Background: an optimization exercise with open tools, aiming at a short achievable clock period and few clock cycles. Do not read the settings as production practice.
In this exercise RTL edits were held to simulation tests only and were not proved equivalent to the original.
Power and IR drop assume default switching activity.

## config.mk

```make
export PLATFORM = sky130hd
export DESIGN_NAME = c16_top
export DESIGN_NICKNAME = c16_top
export VERILOG_FILES = /design/flow/design.v
export SDC_FILE = /design/flow/constraint.sdc
export NUM_CORES = 4
export LEC_CHECK = 0
export ABC_CLOCK_PERIOD_IN_PS = 2500
export CAP_MARGIN = 20
export CORE_MARGIN = 2
export CORE_UTILIZATION = 40
export SETUP_SLACK_MARGIN = 2.2
export SLEW_MARGIN = 20
```

## constraint.sdc

```tcl
create_clock -name core_clock -period 5.5 [get_ports {clk}]
set_input_delay 1.1000 -clock core_clock [delete_from_list [all_inputs] [get_ports {clk}]]
set_output_delay 1.1000 -clock core_clock [all_outputs]
set_load 0.01 [all_outputs]
```

## design.v

```verilog
module c16_registers (
   input  logic             clk,
   input  logic             rst_n,
   input  logic [6:0]       w_any,
   input  logic [6:0]       w1,
   input  logic [6:0]       w2n,
   input  logic [6:0]       w2s,
   input  logic [15:0]      r1,
   input  logic [15:0]      r2,
   input  logic [15:0]      r1x2,
   input  logic [2:0]       dbg_addr,
   output logic [6:0][15:0] regs,
   output logic [15:0]      dbg_value
);
   logic [6:0][15:0] regs_q;
   always_ff @(posedge clk) begin
      for (int i = 0; i < 7; i++) begin
         if (!rst_n) begin
            regs_q[i] <= '0;
         end else if (w_any[i]) begin
            regs_q[i] <= (r1 & {16{w1[i]}}) | (r2 & {16{w2n[i]}}) | (r1x2 & {16{w2s[i]}});
         end
      end
   end
   assign regs      = regs_q;
   assign dbg_value = (dbg_addr == 3'd7) ? 16'd0 : regs_q[dbg_addr];
endmodule
module c16_fetcher #(
   parameter int unsigned pc_width = 16
) (
   input  logic                clk,
   input  logic                rst_n,
   output logic [pc_width-1:0] fetch_addr,
   output logic                fetch_stall
);
   logic [pc_width-1:0] addr_q;
   always_ff @(posedge clk) begin
      if (!rst_n) begin
         addr_q <= '0;
      end else begin
         addr_q <= addr_q + 1'b1;
      end
   end
   assign fetch_addr  = addr_q;
   assign fetch_stall = 1'b0;
endmodule
module c16_queue (
   input  logic             clk,
   input  logic             rst_n,
   input  logic [4:0][2:0]  lane_idx,
   input  logic [4:0]       lane_use_imm,
   input  logic [4:0][15:0] lane_imm,
   input  logic [4:0]       lane_inv,
   input  logic             cin1,
   input  logic             ka,
   input  logic             kb,
   input  logic             wr1,
   input  logic [2:0]       rd1,
   input  logic             wr2,
   input  logic [2:0]       rd2,
   input  logic             r2_norm,
   input  logic             r2_shift,
   input  logic [6:0]       w_any,
   input  logic [6:0]       w1,
   input  logic [6:0]       w2n,
   input  logic [6:0]       w2s,
   input  logic [6:0][15:0] regs,
   input  logic [15:0]      r1,
   input  logic [15:0]      r2,
   input  logic [15:0]      r1x2,
   output logic [4:0][15:0] q_lane,
   output logic             q_cin1,
   output logic             q_ka,
   output logic             q_kb,
   output logic             q_wr1,
   output logic [2:0]       q_rd1,
   output logic             q_wr2,
   output logic [2:0]       q_rd2,
   output logic             q_r2_norm,
   output logic             q_r2_shift,
   output logic [6:0]       q_w_any,
   output logic [6:0]       q_w1,
   output logic [6:0]       q_w2n,
   output logic [6:0]       q_w2s
);
   localparam logic [2:0] zero_reg = 3'd7;
   logic [4:0][15:0] lane_d;
   always_comb begin
      for (int l = 0; l < 5; l++) begin
         logic        f1, f2;
         logic [15:0] v;
         f2 = q_wr2 && (q_rd2 == lane_idx[l]);
         f1 = q_wr1 && (q_rd1 == lane_idx[l]) && !f2;
         if (lane_use_imm[l]) begin
            v = lane_imm[l];
         end else if (f2) begin
            v = q_r2_norm ? r2 : (q_r2_shift ? r1x2 : 16'd0);
         end else if (f1) begin
            v = r1;
         end else if (lane_idx[l] == zero_reg) begin
            v = '0;
         end else begin
            v = regs[lane_idx[l]];
         end
         lane_d[l] = v ^ {16{lane_inv[l]}};
      end
   end
   always_ff @(posedge clk) begin
      if (!rst_n) begin
         q_wr1   <= 1'b0;
         q_wr2   <= 1'b0;
         q_w_any <= '0;
      end else begin
         q_wr1   <= wr1;
         q_wr2   <= wr2;
         q_w_any <= w_any;
      end
      q_lane     <= lane_d;
      q_cin1     <= cin1;
      q_ka       <= ka;
      q_kb       <= kb;
      q_rd1      <= rd1;
      q_rd2      <= rd2;
      q_r2_norm  <= r2_norm;
      q_r2_shift <= r2_shift;
      q_w1       <= w1;
      q_w2n      <= w2n;
      q_w2s      <= w2s;
   end
endmodule
module c16_decoder (
   input  logic [31:0] fetch_word,
   output logic [4:0][2:0]  lane_idx,
   output logic [4:0]       lane_use_imm,
   output logic [4:0][15:0] lane_imm,
   output logic [4:0]       lane_inv,
   output logic             cin1,
   output logic             ka,
   output logic             kb,
   output logic             wr1,
   output logic [2:0]       rd1,
   output logic             wr2,
   output logic [2:0]       rd2,
   output logic             r2_norm,
   output logic             r2_shift,
   output logic [6:0]       w_any,
   output logic [6:0]       w1,
   output logic [6:0]       w2n,
   output logic [6:0]       w2s
);
   localparam logic [2:0] zero_reg = 3'd7;
   function automatic logic [6:0] onehot(input logic [2:0] idx);
      logic [6:0] v;
      v = '0;
      for (int i = 0; i < 7; i++) begin
         v[i] = (idx == 3'(i));
      end
      onehot = v;
   endfunction
   logic [15:0] i1, i2;
   logic        alu1, alu2, reg1, reg2, sub1, sub2;
   logic [2:0]  rs1, rs2, rt1, rt2;
   logic [15:0] imm1, imm2;
   logic        dep_x, dep_y, both;
   assign i1 = fetch_word[15:0];
   assign i2 = fetch_word[31:16];
   assign alu1 = (i1[15:13] == 3'd0);
   assign alu2 = (i2[15:13] == 3'd0);
   assign reg1 = i1[11];
   assign reg2 = i2[11];
   assign sub1 = i1[12];
   assign sub2 = i2[12];
   assign rd1  = i1[10:8];
   assign rd2  = i2[10:8];
   assign rs1  = i1[7:5];
   assign rs2  = i2[7:5];
   assign rt1  = i1[2:0];
   assign rt2  = i2[2:0];
   assign imm1 = {{11{i1[4]}}, i1[4:0]};
   assign imm2 = {{11{i2[4]}}, i2[4:0]};
   assign wr1  = alu1 && (rd1 != zero_reg);
   assign wr2  = alu2 && (rd2 != zero_reg);
   assign dep_x = wr1 && (rs2 == rd1);
   assign dep_y = wr1 && reg2 && (rt2 == rd1);
   assign both  = dep_x && dep_y;
   always_comb begin
      lane_idx[0]     = rs1;
      lane_use_imm[0] = 1'b0;
      lane_imm[0]     = '0;
      lane_inv[0]     = 1'b0;
      lane_idx[1]     = rt1;
      lane_use_imm[1] = !reg1;
      lane_imm[1]     = imm1;
      lane_inv[1]     = sub1;
      cin1            = sub1;
      lane_idx[2]     = rs2;
      lane_use_imm[2] = 1'b0;
      lane_imm[2]     = '0;
      lane_inv[2]     = 1'b0;
      lane_idx[3]     = rt2;
      lane_use_imm[3] = !reg2;
      lane_imm[3]     = imm2;
      lane_inv[3]     = sub2;
      lane_idx[4]     = zero_reg;
      lane_use_imm[4] = 1'b0;
      lane_imm[4]     = '0;
      lane_inv[4]     = 1'b0;
      ka              = 1'b0;
      kb              = sub2;
      if (dep_x && !dep_y) begin
         lane_idx[2]     = rs1;
         lane_idx[3]     = rt1;
         lane_use_imm[3] = !reg1;
         lane_imm[3]     = imm1;
         lane_inv[3]     = sub1;
         lane_idx[4]     = rt2;
         lane_use_imm[4] = !reg2;
         lane_imm[4]     = imm2;
         lane_inv[4]     = sub2;
         ka              = sub1;
         kb              = sub2;
      end else if (dep_y && !dep_x) begin
         lane_idx[3]     = rs1;
         lane_use_imm[3] = 1'b0;
         lane_imm[3]     = '0;
         lane_inv[3]     = sub2;
         lane_idx[4]     = rt1;
         lane_use_imm[4] = !reg1;
         lane_imm[4]     = imm1;
         lane_inv[4]     = sub1 ^ sub2;
         ka              = sub2 & ~sub1;
         kb              = sub2 | sub1;
      end else if (both) begin
         lane_idx[2]     = zero_reg;
         lane_idx[3]     = zero_reg;
         lane_use_imm[3] = 1'b0;
         lane_inv[3]     = 1'b0;
         kb              = 1'b0;
      end
   end
   logic [6:0] t1, t2;
   assign t1    = wr1 ? onehot(rd1) : 7'd0;
   assign t2    = wr2 ? onehot(rd2) : 7'd0;
   assign w_any = t1 | t2;
   assign w1    = t1 & ~t2;
   assign w2n   = both ? 7'd0 : t2;
   assign w2s   = (both && !sub2) ? t2 : 7'd0;
   assign r2_norm  = !both;
   assign r2_shift = both && !sub2;
endmodule
module c16_executor (
   input  logic             clk,
   input  logic             rst_n,
   input  logic [4:0][15:0] lane,
   input  logic             cin1,
   input  logic             ka,
   input  logic             kb,
   input  logic             wr1,
   input  logic [2:0]       rd1,
   input  logic             wr2,
   input  logic [2:0]       rd2,
   input  logic             r2_norm,
   input  logic             r2_shift,
   output logic [15:0]      r1,
   output logic [15:0]      r2,
   output logic [15:0]      r1x2,
   output logic [19:0]      wb_first,
   output logic [19:0]      wb_second
);
   logic [15:0] a1, b1, x, y, z, s, c;
   logic [16:0] sum1, sum2;
   assign a1 = lane[0];
   assign b1 = lane[1];
   assign x  = lane[2];
   assign y  = lane[3];
   assign z  = lane[4];
   assign s = x ^ y ^ z;
   assign c = {(x[14:0] & y[14:0]) | (x[14:0] & z[14:0]) | (y[14:0] & z[14:0]), ka};
   assign sum1 = {a1, 1'b1} + {b1, cin1};
   assign sum2 = {s, 1'b1} + {c, kb};
   assign r1   = sum1[16:1];
   assign r2   = sum2[16:1];
   assign r1x2 = {r1[14:0], 1'b0};
   logic [15:0] r2v;
   assign r2v = r2_norm ? r2 : (r2_shift ? r1x2 : 16'd0);
   logic        en1_q, en2_q;
   logic [2:0]  dest1_q, dest2_q;
   logic [15:0] val1_q, val2_q;
   always_ff @(posedge clk) begin
      if (!rst_n) begin
         en1_q <= 1'b0;
         en2_q <= 1'b0;
      end else begin
         en1_q <= wr1;
         en2_q <= wr2;
      end
      dest1_q <= rd1;
      dest2_q <= rd2;
      val1_q  <= r1;
      val2_q  <= r2v;
   end
   assign wb_first  = {en1_q, dest1_q, val1_q};
   assign wb_second = {en2_q, dest2_q, val2_q};
endmodule
module c16_top #(
   parameter int unsigned pc_width = 16
) (
   input  logic                clk,
   input  logic                rst_n,
   input  logic [31:0]         fetch_word,
   input  logic [2:0]          dbg_addr,
   output logic [pc_width-1:0] fetch_addr,
   output logic                fetch_stall,
   output logic [19:0]         wb_first,
   output logic [19:0]         wb_second,
   output logic [15:0]         dbg_value
);
   logic [4:0][2:0]  d_lane_idx;
   logic [4:0]       d_lane_use_imm;
   logic [4:0][15:0] d_lane_imm;
   logic [4:0]       d_lane_inv;
   logic             d_cin1, d_ka, d_kb, d_wr1, d_wr2, d_r2_norm, d_r2_shift;
   logic [2:0]       d_rd1, d_rd2;
   logic [6:0]       d_w_any, d_w1, d_w2n, d_w2s;
   logic [4:0][15:0] lane;
   logic             cin1, ka, kb, wr1, wr2, r2_norm, r2_shift;
   logic [2:0]       rd1, rd2;
   logic [6:0]       w_any, w1, w2n, w2s;
   logic [15:0]      r1, r2, r1x2;
   logic [6:0][15:0] regs;
   c16_fetcher #(
      .pc_width (pc_width)
   ) fetcher_i (
      .clk         (clk),
      .rst_n       (rst_n),
      .fetch_addr  (fetch_addr),
      .fetch_stall (fetch_stall)
   );
   c16_decoder decoder_i (
      .fetch_word   (fetch_word),
      .lane_idx     (d_lane_idx),
      .lane_use_imm (d_lane_use_imm),
      .lane_imm     (d_lane_imm),
      .lane_inv     (d_lane_inv),
      .cin1         (d_cin1),
      .ka           (d_ka),
      .kb           (d_kb),
      .wr1          (d_wr1),
      .rd1          (d_rd1),
      .wr2          (d_wr2),
      .rd2          (d_rd2),
      .r2_norm      (d_r2_norm),
      .r2_shift     (d_r2_shift),
      .w_any        (d_w_any),
      .w1           (d_w1),
      .w2n          (d_w2n),
      .w2s          (d_w2s)
   );
   c16_queue queue_i (
      .clk          (clk),
      .rst_n        (rst_n),
      .lane_idx     (d_lane_idx),
      .lane_use_imm (d_lane_use_imm),
      .lane_imm     (d_lane_imm),
      .lane_inv     (d_lane_inv),
      .cin1         (d_cin1),
      .ka           (d_ka),
      .kb           (d_kb),
      .wr1          (d_wr1),
      .rd1          (d_rd1),
      .wr2          (d_wr2),
      .rd2          (d_rd2),
      .r2_norm      (d_r2_norm),
      .r2_shift     (d_r2_shift),
      .w_any        (d_w_any),
      .w1           (d_w1),
      .w2n          (d_w2n),
      .w2s          (d_w2s),
      .regs         (regs),
      .r1           (r1),
      .r2           (r2),
      .r1x2         (r1x2),
      .q_lane       (lane),
      .q_cin1       (cin1),
      .q_ka         (ka),
      .q_kb         (kb),
      .q_wr1        (wr1),
      .q_rd1        (rd1),
      .q_wr2        (wr2),
      .q_rd2        (rd2),
      .q_r2_norm    (r2_norm),
      .q_r2_shift   (r2_shift),
      .q_w_any      (w_any),
      .q_w1         (w1),
      .q_w2n        (w2n),
      .q_w2s        (w2s)
   );
   c16_executor executor_i (
      .clk       (clk),
      .rst_n     (rst_n),
      .lane      (lane),
      .cin1      (cin1),
      .ka        (ka),
      .kb        (kb),
      .wr1       (wr1),
      .rd1       (rd1),
      .wr2       (wr2),
      .rd2       (rd2),
      .r2_norm   (r2_norm),
      .r2_shift  (r2_shift),
      .r1        (r1),
      .r2        (r2),
      .r1x2      (r1x2),
      .wb_first  (wb_first),
      .wb_second (wb_second)
   );
   c16_registers registers_i (
      .clk       (clk),
      .rst_n     (rst_n),
      .w_any     (w_any),
      .w1        (w1),
      .w2n       (w2n),
      .w2s       (w2s),
      .r1        (r1),
      .r2        (r2),
      .r1x2      (r1x2),
      .dbg_addr  (dbg_addr),
      .regs      (regs),
      .dbg_value (dbg_value)
   );
endmodule
```

## run.sh

```bash
#!/bin/bash
# synth_recipe.tcl (not shown) runs the flow's synth.tcl, then flattens the netlist and writes it again
# the make line also repeats each setting of config.mk as NAME=value (left out here)
make -C /OpenROAD-flow-scripts/flow DESIGN_CONFIG=/design/flow/config.mk WORK_HOME=/design/flow/orfs CLKGATE_MAP_FILE= SYNTH_SCRIPT=/design/flow/synth_recipe.tcl finish
```

==> impl_results.html <==
<table>
<tr><th>Metric</th><th>Value</th></tr>
<tr><th colspan="2">Status</th></tr>
<tr><td>Run status</td><td>finished clean</td></tr>
<tr><th colspan="2">CTS</th></tr>
<tr><td>Source-to-sink clock delay at the later pin of the worst-skew pair</td><td>roughly 0.56 ns</td></tr>
<tr><td>CTS tree</td><td>yes</td></tr>
<tr><td>TritonCTS buffer count</td><td>34</td></tr>
<tr><td>Clock transition at the register clock pins on the worst setup and hold paths after CTS</td><td>roughly 0.06 ns</td></tr>
<tr><td>Maximum number of buffers from clock root to sink</td><td>3</td></tr>
<tr><td>Root buf cell</td><td>sky130_fd_sc_hd__clkbuf_16</td></tr>
<tr><td>H-tree levels</td><td>2</td></tr>
<tr><td>Number of clock sinks</td><td>about 290</td></tr>
<tr><th colspan="2">Pwr</th></tr>
<tr><td>Total power divided by cell area</td><td>about 280 nW/um2</td></tr>
<tr><td>Leakage</td><td>9.28 nW</td></tr>
<tr><td>Peak supply drop</td><td>0.181 mV</td></tr>
<tr><td>Power consumption</td><td>about 7.1 mW</td></tr>
<tr><th colspan="2">Synthesis</th></tr>
<tr><td>Share of synthesized registers carrying an async set or reset</td><td>0</td></tr>
<tr><td>Largest cells by area after synthesis</td><td>sky130_fd_sc_hd__dfxtp_1 (29%), sky130_fd_sc_hd__nand2_1 (7.2%), sky130_fd_sc_hd__mux4_2 (5.4%)</td></tr>
<tr><td>Post-synthesis sequential area ratio</td><td>0.289</td></tr>
<tr><td>Area of the mapped netlist</td><td>20000 um2</td></tr>
<tr><td>Number of warnings reported in the yosys synthesis log</td><td>5</td></tr>
<tr><td>Number of different library cells in the post-synthesis netlist</td><td>87</td></tr>
<tr><td>Syn nets</td><td>2546</td></tr>
<tr><td>Number of flip-flops and latches in the synthesized netlist</td><td>289</td></tr>
<tr><td>Yosys top cell area share</td><td>0.289</td></tr>
<tr><td>Average cell area after synthesis</td><td>between 8 and 9 um2</td></tr>
<tr><td>Post-synth top area cell</td><td>sky130_fd_sc_hd__dfxtp_1</td></tr>
<tr><td>Number of synthesized flops with an enable pin</td><td>0</td></tr>
<tr><td>Commonest register cell after synthesis</td><td>sky130_fd_sc_hd__dfxtp_1</td></tr>
<tr><td>Cells after synthesis</td><td>2459</td></tr>
<tr><th colspan="2">Timing</th></tr>
<tr><td>Final hold viol count</td><td>0</td></tr>
<tr><td>Final sum of negative setup slack</td><td>0 ns</td></tr>
<tr><td>Achievable clock frequency</td><td>0.282 GHz</td></tr>
<tr><td>Setup repair after global routing missed its margin</td><td>yes</td></tr>
<tr><td>Fraction of the cycle the final worst path needs</td><td>0.645</td></tr>
<tr><td>Slew HR</td><td>0.268</td></tr>
<tr><td>Final Skew</td><td>0.0318 ns</td></tr>
<tr><td>Fin crit period</td><td>3.55 ns</td></tr>
<tr><td>Actual transition at the worst max-transition pin</td><td>roughly 1.1 ns</td></tr>
<tr><td>Max-slew violations</td><td>0</td></tr>
<tr><td>Final setup vio count</td><td>0</td></tr>
<tr><th colspan="2">Critical path</th></tr>
<tr><td>Worst path arrival time</td><td>3.94 ns</td></tr>
<tr><td>Most common cell type on the critical path</td><td>sky130_fd_sc_hd__buf_4</td></tr>
<tr><td>Minimum setup slack among reg-to-reg paths</td><td>2.08 ns</td></tr>
<tr><td>Ordered list of cells on the worst path</td><td>buf_8, buf_6, xnor2_2, nand3_2, buf_8, or3_4, a21oi_4, buf_4, buf_4, nor3_1, buf_4, a22oi_1, nor2_1, o21ai_1, o211ai_1, xor2_1</td></tr>
<tr><td>CP endpoint kind</td><td>flop</td></tr>
<tr><td>Standard cell with the maximum stage delay on the critical path</td><td>sky130_fd_sc_hd__or3_4</td></tr>
<tr><td>Crit-path leading delay family</td><td>buffers and inverters</td></tr>
<tr><td>Startpoint Class</td><td>input pin</td></tr>
<tr><td>RR Endpoint</td><td>queue_i.q_lane[52]$_DFF_P_</td></tr>
<tr><td>Required time of the worst setup path</td><td>5.90 ns</td></tr>
<tr><td>Count of cells along the worst register-to-register path</td><td>13</td></tr>
<tr><td>Worst Setup Path Type</td><td>in -&gt; reg</td></tr>
<tr><td>Maximum fanout encountered on the critical timing path</td><td>14</td></tr>
<tr><td>Number of buffers and inverters on the critical path</td><td>6</td></tr>
<tr><td>Crit path largest cell delay</td><td>0.39 ns</td></tr>
<tr><td>R2R Path Start</td><td>queue_i.q_lane[48]$_DFF_P_</td></tr>
<tr><th colspan="2">Placed design</th></tr>
<tr><td>Port-buffer cells</td><td>108</td></tr>
<tr><td>Number of placed instances with taps included</td><td>3096</td></tr>
<tr><td>Final weighted congestion of routability-driven global placement</td><td>0.966</td></tr>
<tr><td>Placed Area</td><td>21900 um2</td></tr>
<tr><td>Detailed-placement wirelength estimate</td><td>61200 um</td></tr>
<tr><th colspan="2">Drt</th></tr>
<tr><td>Final WL</td><td>approximately 91000 um</td></tr>
<tr><td>Wire per inst</td><td>27.6 um</td></tr>
<tr><td>Vias after detailed routing</td><td>21500</td></tr>
<tr><td>First-pass detailed-route iteration total</td><td>9</td></tr>
<tr><td>Drt drc</td><td>0</td></tr>
<tr><td>Detail-routed via count per cell</td><td>6.55</td></tr>
<tr><td>Initial detailed-routing violation count</td><td>3123</td></tr>
<tr><td>Detail Route Antenna Nets</td><td>0</td></tr>
<tr><th colspan="2">Floorplanning</th></tr>
<tr><td>Core region area</td><td>49800 um2</td></tr>
<tr><td>Placement row count</td><td>around 80</td></tr>
<tr><td>Horizontal die dimension</td><td>228 um</td></tr>
<tr><td>I/O pin count</td><td>110</td></tr>
<tr><td>Total die area</td><td>51900 um2</td></tr>
<tr><td>Y dimension of the die</td><td>228 um</td></tr>
<tr><td>Initial core utilization</td><td>0.403</td></tr>
<tr><th colspan="2">Global route</th></tr>
<tr><td>Total overflow reported by the global router</td><td>0</td></tr>
<tr><td>Initial antenna violation count</td><td>0</td></tr>
<tr><td>Largest net degree at the start of global routing</td><td>61</td></tr>
<tr><td>Wire length of the first global-routing pass</td><td>131000 um</td></tr>
<tr><td>Global-route total usage across every layer</td><td>0.328</td></tr>
<tr><td>Vias in the first global route</td><td>20200</td></tr>
<tr><th colspan="2">Layout</th></tr>
<tr><td>Final standard cell count with taps included and fillers excluded</td><td>around 3300</td></tr>
<tr><td>Layout Area Growth over Synthesis</td><td>27.9%</td></tr>
<tr><td>Fin area</td><td>between 20000 and 30000 um2</td></tr>
<tr><td>Ratio of cells with drive above 1 in the final layout</td><td>0.238</td></tr>
<tr><td>Number of inserted diodes</td><td>0</td></tr>
<tr><td>Nets</td><td>2674</td></tr>
<tr><th colspan="2">Worst hold path</th></tr>
<tr><td>Sink of the worst hold path</td><td>fetcher_i.addr_q[0]$_SDFF_PN0_</td></tr>
<tr><td>Cells on Worst Hold Path</td><td>1</td></tr>
<tr><td>Startpoint of the tightest hold check path</td><td>fetcher_i.addr_q[0]$_SDFF_PN0_</td></tr>
<tr><td>Worst hold-check path type</td><td>reg -&gt; reg</td></tr>
<tr><th colspan="2">Job</th></tr>
<tr><td>Number of max-cap violations</td><td>0</td></tr>
</table>
-- cells in the mapped netlist (11+ instances only) --
| cell type | n |
|---|---|
| sky130_fd_sc_hd__inv_1 | 47 |
| sky130_fd_sc_hd__a311oi_1 | 17 |
| sky130_fd_sc_hd__buf_1 | 24 |
| sky130_fd_sc_hd__a21o_1 | 17 |
| sky130_fd_sc_hd__a21oi_1 | 121 |
| sky130_fd_sc_hd__nand3_1 | 58 |
| sky130_fd_sc_hd__nor2_1 | 179 |
| sky130_fd_sc_hd__o21ai_0 | 177 |
| sky130_fd_sc_hd__nor2b_1 | 21 |
| sky130_fd_sc_hd__xor2_1 | 31 |
| sky130_fd_sc_hd__clkbuf_1 | 177 |
| sky130_fd_sc_hd__nand2_1 | 383 |
| sky130_fd_sc_hd__mux2_2 | 40 |
| sky130_fd_sc_hd__a31oi_1 | 29 |
| sky130_fd_sc_hd__o22ai_1 | 20 |
| sky130_fd_sc_hd__a22oi_1 | 45 |
| sky130_fd_sc_hd__o211ai_1 | 23 |
| sky130_fd_sc_hd__mux2i_1 | 105 |
| sky130_fd_sc_hd__o21ai_1 | 11 |
| sky130_fd_sc_hd__fa_1 | 17 |
| sky130_fd_sc_hd__o221ai_1 | 24 |
| sky130_fd_sc_hd__and2_1 | 20 |
| sky130_fd_sc_hd__and3_1 | 12 |
| sky130_fd_sc_hd__a41oi_1 | 22 |
| sky130_fd_sc_hd__a222oi_1 | 57 |
| sky130_fd_sc_hd__mux4_2 | 48 |
| sky130_fd_sc_hd__xnor2_1 | 93 |
| sky130_fd_sc_hd__a221oi_1 | 60 |
| sky130_fd_sc_hd__dfxtp_1 | 289 |
| sky130_fd_sc_hd__nor3_1 | 18 |
| sky130_fd_sc_hd__buf_2 | 18 |
| sky130_fd_sc_hd__ha_1 | 33 |
| sky130_fd_sc_hd__a211oi_1 | 78 |
-- per-stage QoR --
step	worst slack, ns	util	hold WS, ns
after floorplan	1.78	-	0.329
after global placement	0.650	0.441	0.451
after detailed placement	0.588	0.441	0.456
after CTS	2.11	0.489	0.470
after global routing	1.93	0.515	0.510
final	1.95	0.515	0.460
-- logic make-up (layout without fill, tap and decap cells) --
kind of cell | after synthesis | in the layout | share of synthesized area
XOR/XNOR | 124 | 124 | 0.0542
multiplexers | 193 | 193 | 0.129
buffers and inverters | 280 | 429 | 0.0557
flip-flops | 289 | 289 | 0.289
AO/OA/AOI/OAI | 777 | 777 | 0.272
other | 1 | 1 | 0.000187
adder cells (fa/ha/maj) | 50 | 50 | 0.0376
AND/OR/NAND/NOR | 745 | 747 | 0.162
-- state kept, by name, indices dropped and copies added (netlist names), 3 cells and up --
register,count
executor_i.val2_q,16
executor_i.val1_q,16
queue_i.q_w1,7
queue_i.q_w2n,7
executor_i.dest2_q,3
queue_i.q_w2s,7
queue_i.q_w_any,7
queue_i.q_lane,80
fetcher_i.addr_q,16
executor_i.dest1_q,3
registers_i.regs_q,112
queue_i.q_rd1,3
queue_i.q_rd2,3
-- where the power goes --
| group | total (mW) | leakage (nW) | internal (mW) | switching (mW) |
|---|---|---|---|---|
| Clock | 2.24 | 0.536 | 1.28 | 0.963 |
| Combinational | 2.49 | 6.37 | 1.00 | 1.49 |
| Sequential | 2.36 | 2.37 | 2.25 | 0.109 |
| Total | 7.09 | 9.28 | 4.53 | 2.56 |
-- layout by cell type, fill, tap and decap left out, drive strengths merged, types with 8 or more instances in the layout --
master,netlist,layout
a222oi,57,57
nor3,20,20
dfxtp,289,289
a21oi,125,125
and3,12,13
nor2b,21,21
o22ai,20,20
a21o,17,17
buf,51,239
xnor2,93,93
nand4,9,9
clkinv,4,13
a311oi,17,17
a31oi,29,29
o211ai,25,25
o21a,8,8
a221oi,64,64
and2,20,20
a22oi,46,46
a211oi,78,78
mux2i,105,105
ha,33,33
o221ai,24,24
inv,48,50
fa,17,17
xor2,31,31
mux4,48,48
clkdlybuf4s50,0,70
or3,10,10
a221o,10,10
nor2,181,181
clkbuf,177,52
nand2,383,383
mux2,40,40
o21ai,189,189
a41oi,22,22
nand3,58,58
-- final cells by class --
| cell class | count | area [um2] |
|---|---|---|
| Inverter | 52 | 203 |
| Sequential cell | 289 | 5790 |
| Multi-Input combinational cell | 1892 | 14500 |
| Clock buffer | 46 | 956 |
| Timing Repair Buffer | 318 | 3170 |
| Fill cell | 4574 | 24100 |
| Clock inverter | 13 | 126 |
| Tap cell | 672 | 841 |
-- worst max path at each step --
stage / from / to / slack, ns / cells past startpoint
floorplan: fetch_word[10] / queue_i.q_lane[48]$_DFF_P_ / 1.78 / 13
global placement: fetch_word[17] / queue_i.q_lane[49]$_DFF_P_ / 0.65 / 13
detailed placement: fetch_word[8] / queue_i.q_lane[49]$_DFF_P_ / 0.59 / 13
CTS: fetch_word[8] / queue_i.q_lane[59]$_DFF_P_ / 2.11 / 12
global route: fetch_word[18] / queue_i.q_lane[50]$_DFF_P_ / 1.93 / 15
finish: fetch_word[10] / queue_i.q_lane[50]$_DFF_P_ / 1.95 / 16
-- worst register-to-register path, stage by stage, from the launching register on --
cell                       delay [ns]
sky130_fd_sc_hd__dfxtp_2         0.34
sky130_fd_sc_hd__fa_2            0.56
sky130_fd_sc_hd__buf_6           0.10
sky130_fd_sc_hd__ha_4            0.19
sky130_fd_sc_hd__a211o_1         0.33
sky130_fd_sc_hd__a21o_4          0.26
sky130_fd_sc_hd__a21oi_4         0.18
sky130_fd_sc_hd__buf_4           0.15
sky130_fd_sc_hd__xnor2_2         0.29
sky130_fd_sc_hd__a22oi_2         0.24
sky130_fd_sc_hd__buf_4           0.21
sky130_fd_sc_hd__a21oi_1         0.11
sky130_fd_sc_hd__o211ai_1        0.12
sky130_fd_sc_hd__xnor2_1         0.16
-- layer usage --
layer	part of all wire	track usage	up-vias	wire [um]
met4	0.050	0.139	0	4560
met1	0.40	0.432	10300	36400
met5	0	0	-	0
met2	0.43	0.505	1463	39200
met3	0.12	0.0900	288	10400
li1	-	-	9396	-
-- timing repair --
action	in CTS	in global routing
buffers inserted	50	61
resized for setup	337	174
pin swaps	44	106
cloned	11	5
setup endpoints to repair	160	114
hold buffers	0	0
Testbench counts, summed over its fixed seeds: cycles 9,050.

static timing again, ports no longer ideal:
The flow's constraints put no driver on any port. The routed layout listed below was extracted and timed again, unchanged, in two steps.
Step 1 assumes that a clkbuf_16 drives the clock port and a buf_2 every other input.
Step 2 also shifts input and output timing later by t, the mid clock arrival at the registers, as if the neighbouring blocks saw the same clock.
Three values: ideal, step 1, step 2; two values: the first two.
t, ns: 0.604
slack for setup (ns): 1.955 / 1.896 / 1.369
worst setup path at the end: input to register
slew at the worst register clock pin (ns): 0.07 / 0.07
cell pins on the clock port's net: 1
After both steps setup and hold are still met in this run. The setup slack of this run moves by -0.059 ns with the drivers and by -0.586 ns with both steps.
